This design comes from an exercise in tuning for small area, a short achievable clock period and few clock cycles per item on the open sky130 flow, not from production work. RTL that was checked went through simulation tests only; none was proved equivalent to the original. No driver is modelled on the clock port, so clock power and skew are understated where the tree is cut down; a real chip needs a root buffer or a tree. No activity file was given, so power comes from the tool's default toggle rates.

== build 41 ==
Design frame_buffer_pool_manager_top, start of the top module:
module frame_buffer_pool_manager_top
(
    input  wire logic        clk,
    input  wire logic        rst_n,
    input  wire logic        start,
    output logic             busy,
    input  wire logic [34:0] request,
    output logic             done,
    output logic [44:0]      result
);
Size in the first run: roughly 690 cells after synthesis, about 140 flip-flops, about 85 I/O pins.
export LEC_CHECK = 0
export CAP_MARGIN = 20
export CORE_MARGIN = 2
export CORE_UTILIZATION = 55
export PLACE_DENSITY = 0.7
export SETUP_SLACK_MARGIN = 3.7
export SLEW_MARGIN = 20
create_clock -name core_clock -period 6.0 [get_ports {clk}]
standard.sh (not shown) runs the stock make flow with config.mk's settings and CLKGATE_MAP_FILE= SYNTH_SCRIPT=/design/flow/synth_recipe.tcl, a recipe that flattens the netlist after the stock synthesis.
==> flow/flow/run.sh <==
#!/bin/bash
# The standard layout (standard.sh), with two changes:
#  - ports are buffered by buf_1 cells;
#  - the clock tree is flow/cts.tcl's: the clock port drives 4 clkbuf_8
#    cells, each driving 3 clkbuf_8 cells, each driving one cluster of
#    flip-flops.
# ORFS writes each step's full log under orfs/logs/; make's output goes to
# standard.log.
export BUFFER_PORTS_ARGS="-buffer_cell sky130_fd_sc_hd__buf_1"
export PRE_CTS_TCL="$PWD/flow/cts.tcl"
export MYCTS_NROOT=4
export MYCTS_NSUB=3
export MYCTS_ROOT=sky130_fd_sc_hd__clkbuf_8
export MYCTS_LEAF=sky130_fd_sc_hd__clkbuf_8
bash standard.sh > standard.log 2>&1
Other scripts of this flow, unchanged in this note and not shown: flow/flow/cts.tcl
No stage failed in build 41, and the final checks on the layout all came back clean.
Testbench counts of build 41, summed over its fixed seeds: cycles 9,616, items 9,600.
Inputs modified between build 41 and trial 90:
--- a/flow/flow/run.sh
+++ b/flow/flow/run.sh
@@ -3 +3 @@
-#  - ports are buffered by buf_1 cells;
+#  - ports are buffered by buf_2 cells;
@@ -9 +9 @@
-export BUFFER_PORTS_ARGS="-buffer_cell sky130_fd_sc_hd__buf_1"
+export BUFFER_PORTS_ARGS="-buffer_cell sky130_fd_sc_hd__buf_2"
--- a/flow/config.mk
+++ b/flow/config.mk
@@ -12 +12 @@
-export SETUP_SLACK_MARGIN = 3.7
+export SETUP_SLACK_MARGIN = 3.85
--- outcome ---
Trial 90 against build 41: post-synthesis cell area essentially unchanged, wire length on met2 increased about 13%.
Worst hold slack for trial 90: 24 ps down relative to build 41
Trial 90 -> build 41: final period utilization flat
Of trial 90 and build 41, the lower setup slack belongs to trial 90.
The final cell count reported for trial 90 is greater than that of build 41 by 2.2%.
Diff trial 90..build 41 | final total negative setup slack | unchanged
Trial 90 completed end to end with timing, DRC and antenna clean.
Trial 90 vs. build 41: total power picked up an extra 2.2%; net count reported at finish increased by about 2.5% relative to the old numbers; clock-pin transition on the worst setup and hold timing paths about even; total detailed-routing wirelength rose by about 9%.
No run of this note takes its clock network from TritonCTS; it comes from the design's own scripts or RTL.


Starting RTL as in the previous note.
Settings: LEC_CHECK=0, CAP_MARGIN=20, CORE_MARGIN=2, CORE_UTILIZATION=40, SETUP_SLACK_MARGIN=3.6, SLEW_MARGIN=20; clock period 6.0 ns.
==> flow/flow/run.sh <==
#!/bin/bash
# The standard layout, with these ORFS settings changed:
export BUFFER_PORTS_ARGS="-buffer_cell sky130_fd_sc_hd__buf_2"
export CTS_ARGS="-sink_clustering_enable -repair_clock_nets -dont_use_dummy_load -buf_list sky130_fd_sc_hd__clkbuf_8"
bash standard.sh > standard.log 2>&1
The starting point went through all stages and came out clean.
Testbench counts at the start, summed over its fixed seeds: cycles 9,616, items 9,600.
Next try:
CORE_UTILIZATION = 55   (was 40)
PLACE_DENSITY = 0.7   (was default)
SETUP_SLACK_MARGIN = 3.7   (was 3.6)
The new run finished clean.
Worst hold slack improved by 0.0035 ns.
Synthesized area stays the same.
Sequential share of layout area is about the same.
Core utilization goes up by 18 points.
Setup slack stays flat.


Setup of try-nickel:
The RTL this note starts from:
==> flow/design.v <==
`default_nettype none
package fbpm_pkg;
    localparam logic [2:0] ACT_PAINT      = 3'd0;
    localparam logic [2:0] ACT_CONSUME    = 3'd1;
    localparam logic [2:0] ACT_RETURN     = 3'd2;
    localparam logic [2:0] ACT_CLEAR_PEND = 3'd3;
    localparam logic [2:0] ACT_RESET_POOL = 3'd4;
endpackage
`default_nettype wire
`default_nettype none
import fbpm_pkg::*;
module fbpm_ctrl
(
    input  wire logic        clk,
    input  wire logic        rst_n,
    input  wire logic        start,
    output logic             busy,
    input  wire logic [34:0] request,
    output logic             v,       
    output logic             pn,      
    output logic             ps,      
    output logic             cs,      
    output logic             rt,      
    output logic             cl,      
    output logic             rp,      
    output logic [1:0]       idx
);
    logic [2:0]  act;
    logic [14:0] w;
    logic [14:0] h;
    logic [14:0] alloc_w;
    logic [14:0] alloc_h;
    logic        alloc_zero;
    logic        size_diff;
    logic        is_paint;
    logic        is_reset;
    assign busy      = 1'b0;
    assign act       = request[34:32];
    assign w         = request[31:17];
    assign h         = request[16:2];
    assign is_paint  = (act == ACT_PAINT);
    assign is_reset  = (act == ACT_RESET_POOL);
    assign size_diff = alloc_zero ? ((w != 15'd0) || (h != 15'd0))
                                  : ((w != alloc_w) || (h != alloc_h));
    always_ff @(posedge clk or negedge rst_n)
    begin
        if (!rst_n)
        begin
            alloc_zero <= 1'b1;
        end
        else if (start)
        begin
            if (is_paint)
                alloc_zero <= 1'b0;
            else if (is_reset)
                alloc_zero <= 1'b1;
        end
    end
    always_ff @(posedge clk)
    begin
        if (start && is_paint)
        begin
            alloc_w <= w;
            alloc_h <= h;
        end
    end
    always_ff @(posedge clk)
    begin
        v   <= start;
        pn  <= start && is_paint && size_diff;
        ps  <= start && is_paint && !size_diff;
        cs  <= start && (act == ACT_CONSUME);
        rt  <= start && (act == ACT_RETURN);
        cl  <= start && (act == ACT_CLEAR_PEND);
        rp  <= start && is_reset;
        idx <= request[1:0];
    end
endmodule
`default_nettype wire
`default_nettype none
module fbpm_datapath
(
    input  wire logic        clk,
    input  wire logic        rst_n,
    input  wire logic        v,
    input  wire logic        pn,
    input  wire logic        ps,
    input  wire logic        cs,
    input  wire logic        rt,
    input  wire logic        cl,
    input  wire logic        rp,
    input  wire logic [1:0]  idx,
    output logic             done,
    output logic [44:0]      result
);
    logic [1:0]  free_stack  [4];
    logic [3:0]  free_v;         
    logic [1:0]  flight_list [4];
    logic [3:0]  flight_v;       
    logic        ready_flag;
    logic [1:0]  ready_slot;
    logic        ready_zero;
    logic [31:0] paint_gen;
    logic [31:0] uploaded_gen;
    logic        gen_gt;
    logic        gens_zero;
    logic [2:0]  free_cnt;
    logic [2:0]  flight_cnt;
    logic        acc_q;
    logic [1:0]  idx_q;
    logic [31:0] gen_q;
    logic        repl_q;
    logic        reinit_q;
    logic        fresh_q;
    logic [1:0]  free_stack_n  [4];
    logic [1:0]  flight_list_n [4];
    logic        ready_flag_n;
    logic [1:0]  ready_slot_n;
    logic        ready_zero_n;
    logic [31:0] paint_gen_n;
    logic [31:0] uploaded_gen_n;
    logic        gen_gt_n;
    logic        gens_zero_n;
    logic [2:0]  free_cnt_n;
    logic [2:0]  flight_cnt_n;
    logic [31:0] paint_gen_inc;
    logic        acc_n;
    logic        gen_nz_n;
    logic        ready_hit;
    logic        idx_hit;
    logic [3:0]  fl_match;
    logic [3:0]  fl_kill;
    logic        grant_pop;
    logic        grant_paint;
    logic        grant_cons;
    logic        push_ready;
    logic        pop_shift;
    logic        ret_push;
    logic        ret_fl;
    logic        append;
    logic        gen_eq;
    assign free_v   = {free_cnt[2],
                       free_cnt[2] || (free_cnt[1] && free_cnt[0]),
                       free_cnt[2] || free_cnt[1],
                       free_cnt != 3'd0};
    assign flight_v = {flight_cnt[2],
                       flight_cnt[2] || (flight_cnt[1] && flight_cnt[0]),
                       flight_cnt[2] || flight_cnt[1],
                       flight_cnt != 3'd0};
    assign gen_eq        = (paint_gen == uploaded_gen);
    assign paint_gen_inc = paint_gen + 32'd1;
    always_comb
    begin
        ready_hit = 1'b0;
        idx_hit   = 1'b0;
        for (int i = 0; i < 4; i++)
        begin
            if ((i > 0) && free_v[i] && (free_stack[i] == ready_slot))
                ready_hit = 1'b1;
            if (free_v[i] && (free_stack[i] == idx))
                idx_hit = 1'b1;
            fl_match[i] = flight_v[i] && (flight_list[i] == idx);
        end
        fl_kill[0] = fl_match[0];
        for (int i = 1; i < 4; i++)
            fl_kill[i] = fl_kill[i-1] || fl_match[i];
    end
    assign grant_pop   = ps && free_v[0];
    assign grant_paint = ps && (free_v[0] || ready_flag);
    assign grant_cons  = cs && ready_flag && gen_gt;
    assign push_ready  = grant_pop && ready_flag && !ready_hit;
    assign pop_shift   = grant_pop && !push_ready;
    assign ret_push    = rt && !idx_hit && !free_v[3];
    assign ret_fl      = rt && fl_kill[3];
    assign append      = grant_cons && !flight_v[3];
    always_comb
    begin
        for (int i = 0; i < 4; i++)
            free_stack_n[i] = free_stack[i];
        free_cnt_n = free_cnt;
        if (pn)
        begin
            free_stack_n[0] = 2'd2;
            free_stack_n[1] = 2'd1;
            free_stack_n[2] = 2'd0;
            free_cnt_n      = 3'd3;
        end
        else if (rp)
        begin
            free_cnt_n = 3'd0;
        end
        else if (push_ready)
        begin
            free_stack_n[0] = ready_slot;
        end
        else if (pop_shift)
        begin
            for (int i = 0; i < 3; i++)
                free_stack_n[i] = free_stack[i+1];
            free_cnt_n = free_cnt - 3'd1;
        end
        else if (ret_push)
        begin
            for (int i = 1; i < 4; i++)
                free_stack_n[i] = free_stack[i-1];
            free_stack_n[0] = idx;
            free_cnt_n = free_cnt + 3'd1;
        end
        for (int i = 0; i < 4; i++)
            flight_list_n[i] = flight_list[i];
        flight_cnt_n = flight_cnt;
        if (pn || rp)
        begin
            flight_cnt_n = 3'd0;
        end
        else if (append)
        begin
            for (int i = 1; i < 4; i++)
                flight_list_n[i] = flight_list[i-1];
            flight_list_n[0] = ready_slot;
            flight_cnt_n = flight_cnt + 3'd1;
        end
        else if (ret_fl)
        begin
            for (int i = 0; i < 3; i++)
                if (fl_kill[i])
                    flight_list_n[i] = flight_list[i+1];
            flight_cnt_n = flight_cnt - 3'd1;
        end
        if (pn || grant_paint)
            ready_flag_n = 1'b1;
        else if (grant_cons || rp)
            ready_flag_n = 1'b0;
        else
            ready_flag_n = ready_flag;
        if (pn)
            ready_slot_n = 2'd3;
        else if (grant_pop)
            ready_slot_n = free_stack[0];
        else
            ready_slot_n = ready_slot;
        if (pn || grant_paint)
            ready_zero_n = 1'b0;
        else if (rt && (idx == ready_slot))
            ready_zero_n = 1'b1;
        else
            ready_zero_n = ready_zero;
        if (pn || (grant_paint && gens_zero))
            paint_gen_n = 32'd1;
        else if (grant_paint)
            paint_gen_n = paint_gen_inc;
        else
            paint_gen_n = paint_gen;
        if (pn || (grant_paint && gens_zero) || (grant_cons && ready_zero))
            uploaded_gen_n = 32'd0;
        else if (cl || grant_cons)
            uploaded_gen_n = paint_gen;
        else
            uploaded_gen_n = uploaded_gen;
        if (rp)
            gens_zero_n = 1'b1;
        else if (pn || grant_paint)
            gens_zero_n = 1'b0;
        else
            gens_zero_n = gens_zero;
        if (pn)
            gen_gt_n = 1'b1;
        else if (cl)
            gen_gt_n = 1'b0;
        else if (grant_cons)
            gen_gt_n = ready_zero;
        else if (grant_paint)
            gen_gt_n = gens_zero ||
                       ((paint_gen != 32'hffff_ffff) && (gen_gt || gen_eq));
        else
            gen_gt_n = gen_gt;
    end
    assign acc_n    = pn || grant_paint || grant_cons;
    assign gen_nz_n = pn || grant_paint || (grant_cons && !ready_zero);
    always_ff @(posedge clk or negedge rst_n)
    begin
        if (!rst_n)
        begin
            free_cnt   <= '0;
            flight_cnt <= '0;
            ready_flag <= 1'b0;
            gens_zero  <= 1'b1;
            done       <= 1'b0;
        end
        else
        begin
            free_cnt   <= free_cnt_n;
            flight_cnt <= flight_cnt_n;
            ready_flag <= ready_flag_n;
            gens_zero  <= gens_zero_n;
            done       <= v;
        end
    end
    always_ff @(posedge clk)
    begin
        for (int i = 0; i < 4; i++)
        begin
            free_stack[i]  <= free_stack_n[i];
            flight_list[i] <= flight_list_n[i];
        end
        ready_slot   <= ready_slot_n;
        ready_zero   <= ready_zero_n;
        paint_gen    <= paint_gen_n;
        uploaded_gen <= uploaded_gen_n;
        gen_gt       <= gen_gt_n;
        acc_q        <= acc_n;
        idx_q        <= ready_slot_n & {2{acc_n}};
        gen_q        <= paint_gen_n & {32{gen_nz_n}};
        repl_q       <= ps && ready_flag;
        reinit_q     <= pn;
        fresh_q      <= ready_flag_n && gen_gt_n;
    end
    assign result = {acc_q,
                     idx_q,
                     gen_q,
                     repl_q,
                     reinit_q,
                     free_cnt,
                     ready_flag,
                     flight_cnt,
                     fresh_q};
endmodule
`default_nettype wire
`default_nettype none
module frame_buffer_pool_manager_top
(
    input  wire logic        clk,
    input  wire logic        rst_n,
    input  wire logic        start,
    output logic             busy,
    input  wire logic [34:0] request,
    output logic             done,
    output logic [44:0]      result
);
    logic       v;
    logic       pn;
    logic       ps;
    logic       cs;
    logic       rt;
    logic       cl;
    logic       rp;
    logic [1:0] idx;
    fbpm_ctrl u_ctrl (
        .clk     (clk),
        .rst_n   (rst_n),
        .start   (start),
        .busy    (busy),
        .request (request),
        .v       (v),
        .pn      (pn),
        .ps      (ps),
        .cs      (cs),
        .rt      (rt),
        .cl      (cl),
        .rp      (rp),
        .idx     (idx)
    );
    fbpm_datapath u_datapath (
        .clk     (clk),
        .rst_n   (rst_n),
        .v       (v),
        .pn      (pn),
        .ps      (ps),
        .cs      (cs),
        .rt      (rt),
        .cl      (cl),
        .rp      (rp),
        .idx     (idx),
        .done    (done),
        .result  (result)
    );
endmodule
`default_nettype wire
Settings: LEC_CHECK=0, ABC_CLOCK_PERIOD_IN_PS=2000, CAP_MARGIN=20, CORE_MARGIN=2, CORE_UTILIZATION=40, SETUP_SLACK_MARGIN=3.9, SLEW_MARGIN=20; clock period 6.0 ns.
Scripts as last shown in full above: flow/flow/run.sh
try-nickel completed end to end with timing, DRC and antenna clean.
Input-level comparison between try-zinc and try-nickel:
- removing ABC_CLOCK_PERIOD_IN_PS (formerly 2000)
Findings:
try-nickel finished every step from synthesis to the final layout, and the layout passed the timing, DRC and antenna checks.
Every stage of the flow completed for try-zinc, and the final layout passed the timing, DRC and antenna checks.
Reported for try-nickel and try-zinc, clock-buffer cell count turned out identical to the last digit.
Going from try-nickel to try-zinc, final cell count level, layout inverter count without the clock tree level.
As far as average detailed-routed wire length per instance goes, try-nickel and try-zinc are indistinguishable; the numbers are identical.
For try-garnet, these inputs were changed with respect to try-zinc:
- a change of SETUP_SLACK_MARGIN from 3.9 to 3.6
Results
Compared to try-zinc, try-garnet shows a narrower setup margin. Side by side, combined area of the multi-input logic cells turned out lower in try-garnet than in try-zinc. The switching part of the total in try-garnet sits 1.2 points below the value recorded for try-zinc. try-garnet: power per cell area 1.4 mW/mm² above try-zinc. Of try-garnet and try-zinc, the run reporting the higher signed area change from the synthesized netlist to the final layout was try-zinc. try-garnet -> try-zinc: worst hold slack flat. On total of endpoints with negative setup slack in the final report, try-garnet and try-zinc are basically level. The final reports for try-garnet and try-zinc show count of buffering cells on the critical path with inverters included lower in the former. The higher post-route cell area came out of try-zinc.
No run of this note included a check of the RTL's function; only the layout flow was run.


## exp/quartz
frame_buffer_pool_manager_top, a different RTL version from the one above (not shown whole).
Size in the first run: roughly 740 cells after synthesis, about 85 I/O pins, ~7200 um2 of cells after synthesis.
Settings: LEC_CHECK=0, CAP_MARGIN=20, CORE_MARGIN=2, CORE_UTILIZATION=40, SETUP_SLACK_MARGIN=3.8, SLEW_MARGIN=20; clock period 6.0 ns.
run.sh (not shown) runs the stock make flow with config.mk's settings and CLKGATE_MAP_FILE= SYNTH_SCRIPT=/design/flow/synth_recipe.tcl, a recipe that flattens the netlist after the stock synthesis.
Stock flow here: none of the scripts above is used.
exp/quartz: flow completed, timing, DRC and antenna clean
Testbench counts of exp/quartz, summed over its fixed seeds: cycles 9,616, items 9,600.
Edits applied to the flow inputs when going from exp/quartz to exp/willow:
# exp/quartz
export LEC_CHECK = 0
export CAP_MARGIN = 20
export CORE_MARGIN = 2
export CORE_UTILIZATION = 40
export SETUP_SLACK_MARGIN = 3.8
export SLEW_MARGIN = 20
create_clock -name core_clock -period 6.0 [get_ports {clk}]
# exp/willow
export LEC_CHECK = 0
export CAP_MARGIN = 20
export CORE_MARGIN = 2
export CORE_UTILIZATION = 40
export SLEW_MARGIN = 20
create_clock -name core_clock -period 6.0 [get_ports {clk}]
Findings:
Per the comparison of exp/willow with exp/quartz, final critical-path share of the clock period +14 points; vias per cell -about 1.5%; global-route usage -1.7 points.
Relative to exp/quartz, exp/willow degrades worst-case register-to-register setup slack.
Post-synthesis async set-or-reset flop share: exp/willow vs exp/quartz identical
Compared with exp/quartz, exp/willow shows routed wire length lower by about 14%.
exp/quartz → exp/willow: area of all placed cells without fillers saw a decrease, worst path setup slack after routing fell 830 ps, synthesis-to-finish area growth dropped 17 points, cell count after placement held steady, number of tap instances was more or less identical.
Input changes introduced in exp/sierra (baseline for comparison: exp/willow):
# exp/willow
export LEC_CHECK = 0
export CAP_MARGIN = 20
export CORE_MARGIN = 2
export CORE_UTILIZATION = 40
export SLEW_MARGIN = 20
create_clock -name core_clock -period 6.0 [get_ports {clk}]
# exp/sierra
export LEC_CHECK = 0
export CAP_MARGIN = 20
export CORE_MARGIN = 2
export CORE_UTILIZATION = 40
export SETUP_SLACK_MARGIN = 3.0
export SLEW_MARGIN = 20
create_clock -name core_clock -period 6.0 [get_ports {clk}]
[summary]
exp/sierra and exp/willow ended up with nearly the same final cell count. Compared with exp/willow, in exp/sierra worst hold slack was more or less identical; number of nets with antenna violations after routing closely matched the old numbers.

==> what the ideal ports hide <==
Ports are ideal in the flow. The routed layouts listed here were re-timed in OpenROAD. Step 1: set_driving_cell puts a clkbuf_16 on clk and a buf_2 on each other input, an assumption about the parent block. Step 2 adds t to the input delays and takes it off the output delays; t is the mean of the earliest and latest rising clock arrival at the registers after step 1. Input paths then give back, and output paths get back, about the clock's delay inside the block. a / b / c = ideal ports / drivers / drivers and shift; a / b = the first two.
run | t, ns | setup WS [ns] | worst setup path after step 2 | clock arrival spread, ns
build 41 | 0.355 | 3.674 / 3.602 / 3.511 | input to register | 0.028 / 0.028
trial 90 | 0.349 | 3.671 / 3.598 / 3.541 | input to register | 0.011 / 0.011
the first run of note 2 | 0.472 | 3.545 / 3.510 / 3.390 | input to register | 0.027 / 0.028
the second run of note 2 | 0.474 | 3.548 / 3.512 / 3.437 | input to register | 0.029 / 0.028
try-nickel | 0.471 | 3.763 / 3.725 / 3.540 | input to register | 0.038 / 0.038
try-zinc | 0.471 | 3.763 / 3.725 / 3.540 | input to register | 0.038 / 0.038
try-garnet | 0.488 | 3.635 / 3.632 / 3.431 | input to register | 0.024 / 0.023
exp/quartz | 0.461 | 3.543 / 3.498 / 3.437 | input to register | 0.008 / 0.008
exp/willow | 0.456 | 2.718 / 2.676 / 2.731 | register to register | 0.009 / 0.009
exp/sierra | 0.458 | 3.077 / 3.035 / 3.017 | input to register | 0.009 / 0.009
After both steps setup and hold are still met in every run listed.
